This design comes from an exercise in tuning for small area, a short achievable clock period and few clock cycles on the open sky130 flow, not from production work. Function was checked by simulation only, so behaviour that the tests miss may differ from the original. No activity file was given, so power comes from the tool's default toggle rates.

// sha1_byte_stream_digest
module sha1_byte_stream_digest
(
  input  logic      clk,
  input  logic      rst_n,
  input  logic      in_valid,
  output logic      in_ready,
  input  logic [8:0]  in_data,
  output logic      out_valid,
  input  logic      out_ready,
  output logic [36:0] out_data
);
  localparam logic [159:0] H_INIT = {H4_INIT, H3_INIT, H2_INIT, H1_INIT, H0_INIT};
  logic [7:0]  wb_r [4];        
  logic [1:0]  bpos_r;          
  logic        wfull_r;         
  logic        finp_r;          
  logic        finp_rep_r;      
  logic        fin_r;           
  logic        nonempty_r;      
  logic        cstart_r;        
  logic        inc_r, newm_r;   
  logic [60:0] total_r;         
  logic [6:0]  p_r;             
  logic        pad_r;           
  logic        padfirst_r;      
  logic        lenok_r;         
  logic        pfinal_r;        
  logic        wpend_r;         
  logic [6:0]  r_r;             
  logic [1:0]  gsel_r;          
  logic [1:0]  gsel2_r;         
  logic        r79_r;           
  logic        plt16_r;         
  logic        xrot_r;          
  logic        acc_r;           
  logic        inj_r;           
  logic [2:0]  ic_r;            
  logic        hwr_r;           
  logic        rfirst_r;        
  logic        rfinal_r;        
  logic [31:0] h_r [5];
  logic [31:0] s_r;             
  logic [31:0] hr_r;            
  logic [4:0]  hsel_r;          
  logic        hcon_r;          
  logic        hprep_r;         
  logic        fin_inflight_r;  
  logic        oprep_r;         
  logic        out_busy_r;
  logic [2:0]  out_idx_r;
  logic        out_empty_r;
  logic p_lt16, p_is14, p_is15, p_is80, r_is79;
  logic round_go, r79_go, push_avail, push_go, push_data, pad_push;
  logic xfer, app, fin;
  logic proc_rep, proc_real;
  logic hr_load;
  logic finp_n, pad_n;
  logic out_fire;
  logic [31:0] sched, d_out, win_in, inj_val, xadd, sum, hmux;
  logic [31:0] pword;
  assign p_lt16 = plt16_r;
  assign p_is14 = (p_r == 7'd14);
  assign p_is15 = (p_r == 7'd15);
  assign p_is80 = (p_r == 7'd80);
  assign r_is79 = r79_r;
  assign round_go = wpend_r && !inj_r &&
                    (!r_is79 || (hprep_r && !out_busy_r && !oprep_r));
  assign r79_go   = round_go && r_is79;
  ...
Size: ~52 I/O pins, roughly 0.048 mm2 of cells after synthesis.
clock: 9.0 ns
lec_check: 0
cap_margin: 20
core_margin: 2
core_utilization: 55
cts_cluster_diameter: 60
cts_cluster_size: 30
setup_slack_margin: 5
slew_margin: 20
run.sh (not shown) runs the stock make flow with config.mk's settings and CLKGATE_MAP_FILE= SYNTH_SCRIPT=/design/flow/synth_recipe.tcl, a recipe that flattens the netlist after the stock synthesis.
The starting point ran to the end with no violations.
Testbench counts at the start, summed over its fixed seeds: cycles 34,281.
Change:
Settings changed: CTS_CLUSTER_DIAMETER 60 to 100, CTS_CLUSTER_SIZE 30 to 24.
The new run ran to the end with no violations.
Power fell by 8.0%.
Global-route usage falls by 0.18 points.
Setup slack gains 51 ps.
Non-clock buffer count shrinks by 3.
Change:
==> flow/flow/run.sh (new file) <==
#!/bin/bash
bash standard.sh SETUP_SLACK_MARGIN=6 finish > standard.log 2>&1
==> flow/standard.sh (new file) <==
#!/bin/bash
# synth_recipe.tcl (not shown) runs the flow's synth.tcl, then flattens the netlist and writes it again
# the make line also repeats each setting of config.mk as NAME=value (left out here)
make -C /OpenROAD-flow-scripts/flow DESIGN_CONFIG=/design/flow/config.mk WORK_HOME=/design/flow/orfs CLKGATE_MAP_FILE= SYNTH_SCRIPT=/design/flow/synth_recipe.tcl "${@:-finish}"
Settings changed: CORE_UTILIZATION 55 to 40, CTS_CLUSTER_DIAMETER 100 to default, CTS_CLUSTER_SIZE 24 to default.
removed: flow/run.sh
=>
- register-to-register slack improved by 270 ps
- via count grows by about 4.3%
- critical path depth shrinks by 3
- area after synthesis does not change
- sequential power shrinks by about 1%
- design area grows by 13%
- worst hold slack got worse by 37 ps
- global-route usage shrinks by 6.5 points
- clock power grows by about 75%
- count of clock-buffer cells in the layout grows by 56

========
sha1_byte_stream_digest, a different RTL version from the one above (not shown whole).
Size: roughly 1,100 flip-flops, about 52 I/O pins.
make LEC_CHECK=0 ABC_AREA=1 CAP_MARGIN=20 CORE_MARGIN=2 CORE_UTILIZATION=40 SETUP_SLACK_MARGIN=5 SLEW_MARGIN=20 finish   # period 9.0 ns
Stock flow here: none of the scripts above is used.
The baseline produced a layout that fails on max-slew violations.
Testbench counts at the start, summed over its fixed seeds: cycles 34,281.
==> next run, changes <==
==> flow/flow/run.sh (new file) <==
#!/bin/bash
bash standard.sh SETUP_SLACK_MARGIN=6 finish > standard.log 2>&1
==> flow/standard.sh (new file) <==
#!/bin/bash
# synth_recipe.tcl (not shown) runs the flow's synth.tcl, then flattens the netlist and writes it again
# the make line also repeats each setting of config.mk as NAME=value (left out here)
make -C /OpenROAD-flow-scripts/flow DESIGN_CONFIG=/design/flow/config.mk WORK_HOME=/design/flow/orfs CLKGATE_MAP_FILE= SYNTH_SCRIPT=/design/flow/synth_recipe.tcl "${@:-finish}"
--- a/flow/config.mk
+++ b/flow/config.mk
@@ -8 +7,0 @@
-export ABC_AREA = 1
removed: flow/run.sh
With this change the flow finished clean.
Setup slack improves by 0.028 ns.
Clock skew stays flat.
Total power came out higher by roughly a tenth.
Count of clock-buffer cells in the layout came out lower by 16.
Global-route usage came out lower by 2.0 points.
Via count came out lower by roughly a tenth.
Cell area came out higher by a few percent.
Final cell count came out lower by about a fifth.
==> next run, changes <==
==> flow/run.sh (new file) <==
#!/bin/bash
# synth_recipe.tcl (not shown) runs the flow's synth.tcl, then flattens the netlist and writes it again
# the make line also repeats each setting of config.mk as NAME=value (left out here)
make -C /OpenROAD-flow-scripts/flow DESIGN_CONFIG=/design/flow/config.mk WORK_HOME=/design/flow/orfs CLKGATE_MAP_FILE= SYNTH_SCRIPT=/design/flow/synth_recipe.tcl finish
removed: flow/flow/run.sh
removed: flow/standard.sh
Outcome: Core utilization falls by 3.8 points. Routed wire length falls by about 7%. Area after synthesis does not change. Hold slack is about the same. Die area is unchanged. Sequential power hardly moves. Register-to-register slack degrades by 0.16 ns. Sequential share of layout area rises by 4.3 points. Flip-flop and latch count is unchanged.

==> what the ideal ports hide <==
The results above use ideal ports. As a check the final layouts listed here were re-extracted and re-timed, cells and wires unchanged.
Step 1 assumes that a clkbuf_16 drives the clock port and a buf_2 every other input.
Step 2 moves the port delays by t, midway between the first and last clock arrival at a register: inputs arrive t later, outputs are due t later. That takes back most of the time a late clock gives input paths.
Three values: ideal, step 1, step 2; two values: the first two.
| run | t (ns) | slack for setup (ns) | hold slack, ns | latest minus earliest clock arrival (ns) | worst data-port slew with drivers (ns) |
|---|---|---|---|---|---|
| the first run of note 1 | 0.745 | 5.077 / 5.077 / 5.077 | 0.412 / 0.412 / 0.412 | 0.045 / 0.044 | 0.05 |
| the second run of note 1 | 0.740 | 5.128 / 5.079 / 5.119 | 0.422 / 0.422 / 0.422 | 0.030 / 0.030 | 0.05 |
| the third run of note 1 | 0.775 | 5.399 / 5.399 / 5.363 | 0.385 / 0.385 / 0.385 | 0.087 / 0.087 | 0.16 |
| the first run of note 2 | 0.791 | 5.224 / 5.148 / 5.118 | 0.401 / 0.401 / 0.401 | 0.028 / 0.028 | 0.04 |
| the second run of note 2 | 0.758 | 5.252 / 5.252 / 5.252 | 0.407 / 0.407 / 0.407 | 0.031 / 0.030 | 0.04 |
| the third run of note 2 | 0.765 | 5.094 / 5.094 / 4.721 | 0.405 / 0.405 / 0.405 | 0.045 / 0.044 | 0.04 |
The setup slack of the third run of note 2, which loses most, moves by 0.000 ns with the drivers and by -0.373 ns with both steps.
